Background: an optimization exercise with open tools, aiming at small area and a short achievable clock period. Do not read the settings as production practice. At most, simulation tests tie the RTL to the original design; equivalence was not proved. Power is estimated from default activity; no workload was simulated.

==> flow/design.v <==
module sram_aoi222 (
    input  logic a1, a2, b1, b2, c1, c2,
    output logic y
);
    assign y = !((a1 && a2) || (b1 && b2) || (c1 && c2));
endmodule
module sram_aoi22 (
    input  logic a1, a2, b1, b2,
    output logic y
);
    assign y = !((a1 && a2) || (b1 && b2));
endmodule
module sram_andn #(
    parameter int N = 11
) (
    input  logic [N-1:0] t,
    output logic         y_n
);
    assign y_n = &t;
endmodule
module sram_o21a (
    input  logic a1, a2, b1,
    output logic y
);
    assign y = (a1 || a2) && b1;
endmodule
module sram_lane (
    input  logic word_n,
    input  logic byte_n,
    output logic en
);
    assign en = !(word_n || byte_n);
endmodule
module sram_rdbit #(
    parameter int N = 32
) (
    input  logic [N-1:0] sel,
    input  logic [N-1:0] d,
    input  logic         ld_n,
    input  logic         hold_n,
    output logic         y_n
);
    localparam int NG = (N + 1) / 3;
    logic [N:0]    s_all;
    logic [N:0]    d_all;
    logic [NG-1:0] t;
    assign s_all = {ld_n, sel};
    assign d_all = {!hold_n, d};
    if (3*NG != N + 1) begin : g_bad
        $error("sram_rdbit: N + 1 must be a multiple of 3");
    end
    for (genvar g = 0; g < NG; g++) begin : g_aoi
        sram_aoi222 u_aoi (
            .a1(s_all[3*g]),   .a2(d_all[3*g]),
            .b1(s_all[3*g+1]), .b2(d_all[3*g+1]),
            .c1(s_all[3*g+2]), .c2(d_all[3*g+2]),
            .y(t[g])
        );
    end
    sram_andn #(.N(NG)) u_or (.t(t), .y_n(y_n));
endmodule
module sram_bank #(
    parameter int ADDR_WIDTH = 5,
    parameter int DATA_WIDTH = 64
) (
    input  logic                    clk,
    input  logic                    rst_n,
    input  logic                    req_valid,
    output logic                    req_ready,
    input  logic                    req_we,
    input  logic [ADDR_WIDTH-1:0]   req_addr,
    input  logic [DATA_WIDTH-1:0]   req_wdata,
    input  logic [DATA_WIDTH/8-1:0] req_be,
    output logic                    rsp_valid,
    input  logic                    rsp_ready,
    output logic [DATA_WIDTH-1:0]   rsp_rdata,
    output logic                    init_busy
);
    localparam int DEPTH = 2 ** ADDR_WIDTH;
    localparam int NB    = DATA_WIDTH / 8;
    localparam int LO    = ADDR_WIDTH / 2;          
    localparam int HI    = ADDR_WIDTH - LO;
    logic [DATA_WIDTH-1:0] mem_q [DEPTH];
    logic                  done_q;
    logic                  done_o_q;
    logic                  done_r_q;
    logic [ADDR_WIDTH-1:0] init_cnt;
    logic                  last_cnt;
    assign last_cnt = &init_cnt;
    always_ff @(posedge clk or negedge rst_n) begin
        if (!rst_n) begin
            done_q   <= 1'b0;
            done_o_q <= 1'b0;
            done_r_q <= 1'b0;
            init_cnt <= '0;
        end else begin
            done_q   <= done_q   || last_cnt;
            done_o_q <= done_o_q || last_cnt;
            done_r_q <= done_r_q || last_cnt;
            if (!done_q) init_cnt <= init_cnt + 1'b1;
        end
    end
    logic rv_q;
    logic rv_r_q;
    assign init_busy = rst_n && !done_o_q;
    logic rv_r_n;
    assign rv_r_n = !rv_r_q;
    sram_o21a u_ready (.a1(rv_r_n), .a2(rsp_ready), .b1(done_r_q), .y(req_ready));
    logic rsp_ld;        
    logic acc;           
    assign rsp_ld = !rv_q || rsp_ready;
    assign acc    = req_valid && rsp_ld;
    logic [ADDR_WIDTH-1:0] w_addr;
    logic [NB-1:0]         w_byte_n;
    logic [DATA_WIDTH-1:0] w_data;
    logic [2**LO-1:0]      w_lo;
    logic [2**HI-1:0]      w_hi;
    logic [DEPTH-1:0]      w_word_n;
    assign w_addr   = done_q ? req_addr : init_cnt;
    assign w_byte_n = done_q ? ~(req_be & {NB{acc && req_we}}) : '0;
    assign w_data   = done_q ? req_wdata : '0;
    always_comb begin
        for (int j = 0; j < 2**LO; j++) w_lo[j] = (w_addr[LO-1:0] == LO'(j));
        for (int k = 0; k < 2**HI; k++) w_hi[k] = (w_addr[ADDR_WIDTH-1:LO] == HI'(k));
        for (int w = 0; w < DEPTH; w++) w_word_n[w] = !(w_lo[w % 2**LO] && w_hi[w / 2**LO]);
    end
    for (genvar w = 0; w < DEPTH; w++) begin : g_word
        for (genvar b = 0; b < NB; b++) begin : g_byte
            logic lane_en;
            sram_lane u_lane (.word_n(w_word_n[w]), .byte_n(w_byte_n[b]), .en(lane_en));
            always_ff @(posedge clk) begin
                if (lane_en) begin
                    mem_q[w][8*b +: 8] <= w_data[8*b +: 8];
                end
            end
        end
    end
    logic                  rd_accept;
    logic [2**LO-1:0]      r_lo;
    logic [2**HI-1:0]      r_hi;
    logic [DEPTH-1:0]      rsel;
    logic                  rsp_ld_n;
    logic [DATA_WIDTH-1:0] rword_n;
    logic [DATA_WIDTH-1:0] rdata_n_q;
    assign rd_accept = done_q && acc && !req_we;
    always_comb begin
        for (int j = 0; j < 2**LO; j++) r_lo[j] = (req_addr[LO-1:0] == LO'(j));
        for (int k = 0; k < 2**HI; k++) r_hi[k] = rsp_ld && (req_addr[ADDR_WIDTH-1:LO] == HI'(k));
        for (int w = 0; w < DEPTH; w++) rsel[w] = r_lo[w % 2**LO] && r_hi[w / 2**LO];
    end
    assign rsp_ld_n = !rsp_ld;
    for (genvar i = 0; i < DATA_WIDTH; i++) begin : g_rd
        logic [DEPTH-1:0] col;
        for (genvar w = 0; w < DEPTH; w++) begin : g_col
            assign col[w] = mem_q[w][i];
        end
        sram_rdbit #(.N(DEPTH)) u_rd (
            .sel(rsel), .d(col), .ld_n(rsp_ld_n), .hold_n(rdata_n_q[i]), .y_n(rword_n[i])
        );
    end
    always_ff @(posedge clk or negedge rst_n) begin
        if (!rst_n) begin
            rsp_valid <= 1'b0;
            rv_q      <= 1'b0;
            rv_r_q    <= 1'b0;
        end else begin
            if (!rsp_valid || rsp_ready) rsp_valid <= rd_accept;
            if (!rv_q      || rsp_ready) rv_q      <= rd_accept;
            if (!rv_r_q    || rsp_ready) rv_r_q    <= rd_accept;
        end
    end
    always_ff @(posedge clk) begin
        rdata_n_q <= rword_n;
    end
    assign rsp_rdata = ~rdata_n_q;
endmodule
==> flow/config.mk <==
export PLATFORM = sky130hd
export DESIGN_NAME = sram_bank
export DESIGN_NICKNAME = sram_bank
export VERILOG_FILES = /design/flow/design.v
export SDC_FILE = /design/flow/constraint.sdc
export NUM_CORES = 4
export LEC_CHECK = 0
export CAP_MARGIN = 20
export CORE_MARGIN = 2
export CORE_UTILIZATION = 60
export SETUP_SLACK_MARGIN = 2.6
export SLEW_MARGIN = 20
export SYNTH_HIERARCHICAL = 1
export SYNTH_MINIMUM_KEEP_SIZE = 0
==> flow/constraint.sdc <==
create_clock -name core_clock -period 5.0 [get_ports {clk}]
set_input_delay 1.0000 -clock core_clock [delete_from_list [all_inputs] [get_ports {clk}]]
set_output_delay 1.0000 -clock core_clock [all_outputs]
set_load 0.01 [all_outputs]
standard.sh (not shown) runs the stock make flow with config.mk's settings and CLKGATE_MAP_FILE= SYNTH_SCRIPT=/design/flow/synth_recipe.tcl, a recipe that flattens the netlist after the stock synthesis.
==> flow/flow/run.sh <==
#!/bin/bash
# Standard ORFS layout (the standard.sh) with three changes:
#  - port buffers are sky130_fd_sc_hd__buf_2 cells,
#  - the resizer may swap a cell for one of another footprint,
#  - CTS clusters up to 25 sinks within 80 um and inserts no dummy loads.
# make's full output goes to flow_make.log here; ORFS's per-step logs stay
# under orfs/logs/.
set -euo pipefail
bash standard.sh \
  MATCH_CELL_FOOTPRINT=0 \
  "BUFFER_PORTS_ARGS=-buffer_cell sky130_fd_sc_hd__buf_2" \
  "CTS_ARGS=-sink_clustering_enable -repair_clock_nets -dont_use_dummy_load -sink_clustering_size 25 -sink_clustering_max_diameter 80" \
  finish > flow_make.log 2>&1
==> next run, changes <==
--- a/flow/design.v
+++ b/flow/design.v
@@ -15,16 +15,10 @@
 ) (
     input  logic [N-1:0] t,
     output logic         y_n
 );
     assign y_n = &t;
-endmodule
-module sram_o21a (
-    input  logic a1, a2, b1,
-    output logic y
-);
-    assign y = (a1 || a2) && b1;
 endmodule
 module sram_lane (
     input  logic word_n,
     input  logic byte_n,
     output logic en
@@ -101,13 +95,11 @@
         end
     end
     logic rv_q;
     logic rv_r_q;
     assign init_busy = rst_n && !done_o_q;
-    logic rv_r_n;
-    assign rv_r_n = !rv_r_q;
-    sram_o21a u_ready (.a1(rv_r_n), .a2(rsp_ready), .b1(done_r_q), .y(req_ready));
+    assign req_ready = done_r_q && (!rv_r_q || rsp_ready);
     logic rsp_ld;        
     logic acc;           
     assign rsp_ld = !rv_q || rsp_ready;
     assign acc    = req_valid && rsp_ld;
     logic [ADDR_WIDTH-1:0] w_addr;
=> The changed run ran to the end with no violations; global-route usage drops by 0.70 points; sequential power stays flat; wire length drops by 1.1%; worst hold slack is worse by 0.090 ns; register-to-register slack is better by 0.07 ns; sequential share of layout area hardly moves; cell count climbs by 0.41%; worst setup slack is better by 0.12 ns; total power stays flat; utilization barely changes.
For the first run of this note, only the layout was checked, not whether the RTL still works.

* * *

Another version of the RTL of sram_bank (not shown whole).
Size: ~2100 flip-flops, about 76000 um^2 of cells after synthesis.
==> module sram_lane, before the edit <==
module sram_lane (
    input  logic word_sel,
    input  logic byte_sel,
    output logic en
);
    assign en = word_sel && byte_sel;
endmodule
==> module sram_bank, before the edit <==
module sram_bank #(
    parameter int ADDR_WIDTH = 5,
    parameter int DATA_WIDTH = 64
) (
    input  logic                    clk,
    input  logic                    rst_n,
    input  logic                    req_valid,
    output logic                    req_ready,
    input  logic                    req_we,
    input  logic [ADDR_WIDTH-1:0]   req_addr,
    input  logic [DATA_WIDTH-1:0]   req_wdata,
    input  logic [DATA_WIDTH/8-1:0] req_be,
    output logic                    rsp_valid,
    input  logic                    rsp_ready,
    output logic [DATA_WIDTH-1:0]   rsp_rdata,
    output logic                    init_busy
);
    localparam int DEPTH = 2 ** ADDR_WIDTH;
    localparam int NB    = DATA_WIDTH / 8;
    localparam int LO    = ADDR_WIDTH / 2;          
    localparam int HI    = ADDR_WIDTH - LO;
    logic [DATA_WIDTH-1:0] mem_q [DEPTH];
    logic                  done_q;
    logic                  done_o_q;
    logic                  done_r_q;
    logic [ADDR_WIDTH-1:0] init_cnt;
    logic                  last_cnt;
    assign last_cnt = &init_cnt;
    always_ff @(posedge clk or negedge rst_n) begin
        if (!rst_n) begin
            done_q   <= 1'b0;
            done_o_q <= 1'b0;
            done_r_q <= 1'b0;
            init_cnt <= '0;
        end else begin
            done_q   <= done_q   || last_cnt;
            done_o_q <= done_o_q || last_cnt;
            done_r_q <= done_r_q || last_cnt;
            if (!done_q) init_cnt <= init_cnt + 1'b1;
        end
    end
    logic rv_q;
    logic rv_r_q;
    assign init_busy = rst_n && !done_o_q;
    assign req_ready = done_r_q && (!rv_r_q || rsp_ready);
    logic rsp_ld;        
    logic acc;           
    assign rsp_ld = !rv_q || rsp_ready;
    assign acc    = req_valid && rsp_ld;
    logic [ADDR_WIDTH-1:0] w_addr;
    logic [NB-1:0]         w_byte;
    logic [DATA_WIDTH-1:0] w_data;
    logic [2**LO-1:0]      w_lo;
    logic [2**HI-1:0]      w_hi;
    logic [DEPTH-1:0]      w_word;
    assign w_addr   = done_q ? req_addr : init_cnt;
    assign w_byte   = done_q ? (req_be & {NB{acc && req_we}}) : '1;
    assign w_data   = done_q ? req_wdata : '0;
    always_comb begin
        for (int j = 0; j < 2**LO; j++) w_lo[j] = (w_addr[LO-1:0] == LO'(j));
        for (int k = 0; k < 2**HI; k++) w_hi[k] = (w_addr[ADDR_WIDTH-1:LO] == HI'(k));
        for (int w = 0; w < DEPTH; w++) w_word[w] = w_lo[w % 2**LO] && w_hi[w / 2**LO];
    end
    for (genvar w = 0; w < DEPTH; w++) begin : g_word
        for (genvar b = 0; b < NB; b++) begin : g_byte
            logic lane_en;
            sram_lane u_lane (.word_sel(w_word[w]), .byte_sel(w_byte[b]), .en(lane_en));
            always_ff @(posedge clk) begin
                if (lane_en) begin
                    mem_q[w][8*b +: 8] <= w_data[8*b +: 8];
                end
            end
        end
    end
    logic                  rd_accept;
    logic [2**LO-1:0]      r_lo;
    logic [2**HI-1:0]      r_hi;
    logic [DEPTH-1:0]      rsel;
    logic                  rsp_ld_n;
    logic [DATA_WIDTH-1:0] rword_n;
    logic [DATA_WIDTH-1:0] rdata_n_q;
    assign rd_accept = done_q && acc && !req_we;
    always_comb begin
        for (int j = 0; j < 2**LO; j++) r_lo[j] = (req_addr[LO-1:0] == LO'(j));
        for (int k = 0; k < 2**HI; k++) r_hi[k] = rsp_ld && (req_addr[ADDR_WIDTH-1:LO] == HI'(k));
        for (int w = 0; w < DEPTH; w++) rsel[w] = r_lo[w % 2**LO] && r_hi[w / 2**LO];
    end
    assign rsp_ld_n = !rsp_ld;
    for (genvar i = 0; i < DATA_WIDTH; i++) begin : g_rd
        logic [DEPTH-1:0] col;
        for (genvar w = 0; w < DEPTH; w++) begin : g_col
            assign col[w] = mem_q[w][i];
        end
        sram_rdbit #(.N(DEPTH)) u_rd (
            .sel(rsel), .d(col), .ld_n(rsp_ld_n), .hold_n(rdata_n_q[i]), .y_n(rword_n[i])
        );
    end
    always_ff @(posedge clk or negedge rst_n) begin
        if (!rst_n) begin
            rsp_valid <= 1'b0;
            rv_q      <= 1'b0;
            rv_r_q    <= 1'b0;
        end else begin
            if (!rsp_valid || rsp_ready) rsp_valid <= rd_accept;
            if (!rv_q      || rsp_ready) rv_q      <= rd_accept;
            if (!rv_r_q    || rsp_ready) rv_r_q    <= rd_accept;
        end
    end
    always_ff @(posedge clk) begin
        rdata_n_q <= rword_n;
    end
    assign rsp_rdata = ~rdata_n_q;
endmodule
==> flow/config.mk <==
export PLATFORM = sky130hd
export DESIGN_NAME = sram_bank
export DESIGN_NICKNAME = sram_bank
export VERILOG_FILES = /design/flow/design.v
export SDC_FILE = /design/flow/constraint.sdc
export NUM_CORES = 4
export LEC_CHECK = 0
export CAP_MARGIN = 20
export CORE_MARGIN = 2
export CORE_UTILIZATION = 60
export SETUP_SLACK_MARGIN = 2.6
export SLEW_MARGIN = 20
export SYNTH_HIERARCHICAL = 1
export SYNTH_MINIMUM_KEEP_SIZE = 0
==> flow/constraint.sdc <==
create_clock -name core_clock -period 5.0 [get_ports {clk}]
set_input_delay 1.0000 -clock core_clock [delete_from_list [all_inputs] [get_ports {clk}]]
set_output_delay 1.0000 -clock core_clock [all_outputs]
set_load 0.01 [all_outputs]
Scripts as last shown in full above: flow/flow/run.sh
==> next run, changes <==
--- a/flow/design.v
+++ b/flow/design.v
@@ -1,26 +1,38 @@
 module sram_aoi222 (
     input  logic a1, a2, b1, b2, c1, c2,
     output logic y
 );
     assign y = !((a1 && a2) || (b1 && b2) || (c1 && c2));
+endmodule
+module sram_aoi22 (
+    input  logic a1, a2, b1, b2,
+    output logic y
+);
+    assign y = !((a1 && a2) || (b1 && b2));
 endmodule
 module sram_andn #(
     parameter int N = 11
 ) (
     input  logic [N-1:0] t,
     output logic         y_n
 );
     assign y_n = &t;
 endmodule
+module sram_o21a (
+    input  logic a1, a2, b1,
+    output logic y
+);
+    assign y = (a1 || a2) && b1;
+endmodule
 module sram_lane (
-    input  logic word_sel,
-    input  logic byte_sel,
+    input  logic word_n,
+    input  logic byte_n,
     output logic en
 );
-    assign en = word_sel && byte_sel;
+    assign en = !(word_n || byte_n);
 endmodule
 module sram_rdbit #(
     parameter int N = 32
 ) (
     input  logic [N-1:0] sel,
     input  logic [N-1:0] d,
@@ -69,54 +81,62 @@
     localparam int LO    = ADDR_WIDTH / 2;          
     localparam int HI    = ADDR_WIDTH - LO;
     logic [DATA_WIDTH-1:0] mem_q [DEPTH];
     logic                  done_q;
     logic                  done_o_q;
     logic                  done_r_q;
+    logic                  done_w_q;
+    logic                  done_d_q;
     logic [ADDR_WIDTH-1:0] init_cnt;
     logic                  last_cnt;
     assign last_cnt = &init_cnt;
     always_ff @(posedge clk or negedge rst_n) begin
         if (!rst_n) begin
             done_q   <= 1'b0;
             done_o_q <= 1'b0;
             done_r_q <= 1'b0;
+            done_w_q <= 1'b0;
+            done_d_q <= 1'b0;
             init_cnt <= '0;
         end else begin
             done_q   <= done_q   || last_cnt;
             done_o_q <= done_o_q || last_cnt;
             done_r_q <= done_r_q || last_cnt;
+            done_w_q <= done_w_q || last_cnt;
+            done_d_q <= done_d_q || last_cnt;
             if (!done_q) init_cnt <= init_cnt + 1'b1;
         end
     end
     logic rv_q;
     logic rv_r_q;
     assign init_busy = rst_n && !done_o_q;
-    assign req_ready = done_r_q && (!rv_r_q || rsp_ready);
+    logic rv_r_n;
+    assign rv_r_n = !rv_r_q;
+    sram_o21a u_ready (.a1(rv_r_n), .a2(rsp_ready), .b1(done_r_q), .y(req_ready));
     logic rsp_ld;        
     logic acc;           
     assign rsp_ld = !rv_q || rsp_ready;
     assign acc    = req_valid && rsp_ld;
     logic [ADDR_WIDTH-1:0] w_addr;
-    logic [NB-1:0]         w_byte;
+    logic [NB-1:0]         w_byte_n;
     logic [DATA_WIDTH-1:0] w_data;
     logic [2**LO-1:0]      w_lo;
     logic [2**HI-1:0]      w_hi;
-    logic [DEPTH-1:0]      w_word;
-    assign w_addr   = done_q ? req_addr : init_cnt;
-    assign w_byte   = done_q ? (req_be & {NB{acc && req_we}}) : '1;
-    assign w_data   = done_q ? req_wdata : '0;
+    logic [DEPTH-1:0]      w_word_n;
+    assign w_addr   = done_w_q ? req_addr : init_cnt;
+    assign w_byte_n = done_w_q ? ~(req_be & {NB{acc && req_we}}) : '0;
+    assign w_data   = done_d_q ? req_wdata : '0;
     always_comb begin
         for (int j = 0; j < 2**LO; j++) w_lo[j] = (w_addr[LO-1:0] == LO'(j));
         for (int k = 0; k < 2**HI; k++) w_hi[k] = (w_addr[ADDR_WIDTH-1:LO] == HI'(k));
-        for (int w = 0; w < DEPTH; w++) w_word[w] = w_lo[w % 2**LO] && w_hi[w / 2**LO];
+        for (int w = 0; w < DEPTH; w++) w_word_n[w] = !(w_lo[w % 2**LO] && w_hi[w / 2**LO]);
     end
     for (genvar w = 0; w < DEPTH; w++) begin : g_word
         for (genvar b = 0; b < NB; b++) begin : g_byte
             logic lane_en;
-            sram_lane u_lane (.word_sel(w_word[w]), .byte_sel(w_byte[b]), .en(lane_en));
+            sram_lane u_lane (.word_n(w_word_n[w]), .byte_n(w_byte_n[b]), .en(lane_en));
             always_ff @(posedge clk) begin
                 if (lane_en) begin
                     mem_q[w][8*b +: 8] <= w_data[8*b +: 8];
                 end
             end
         end
=> Area after synthesis is lower by 0.65%. Worst setup slack loses 0.12 ns. Final area went up by 1.3%. Clock power rose by about 0.5%. Register-to-register slack degrades by 0.12 ns. Non-clock buffer count goes up by 48. Sequential power barely changes. Final cell count goes up by 0.36%. Global-route usage increases by 2.7 points. Core utilization increases by 1.6 points. Combinational power went up by about 6%. Clock skew climbs by 0.018 ns.
Function was not checked in any run of this note: the RTL went through the layout flow alone.

-- port drivers added, routing unchanged --
The flow's constraints put no driver on any port. The routed layouts listed below were extracted and timed again, unchanged, in two steps. Step 1 assumes that a clkbuf_16 drives the clock port and a buf_2 every other input. Step 2 times the ports against the registers' clock, not the clock port: input delays grow and output delays shrink by t, the midpoint of the rising clock arrivals with the driver on. Slacks: ideal ports / drivers / drivers and shift; pairs: ideal ports / drivers.
run | t (ns) | setup slack, ns | latest minus earliest clock arrival (ns) | pins driven straight from the clock port
the first run of note 1 | 0.749 | 2.408 / 2.413 / 1.680 | 0.087 / 0.086 | 1
the second run of note 1 | 0.788 | 2.528 / 2.461 / 1.673 | 0.049 / 0.049 | 1
the first run of note 2 | 0.767 | 2.420 / 2.337 / 1.570 | 0.045 / 0.044 | 1
the second run of note 2 | 0.779 | 2.298 / 2.214 / 1.435 | 0.066 / 0.066 | 1
After both steps every run listed still meets setup and hold. The setup slack of the second run of note 2, which loses most, moves by -0.084 ns with the drivers and by -0.863 ns with both steps.
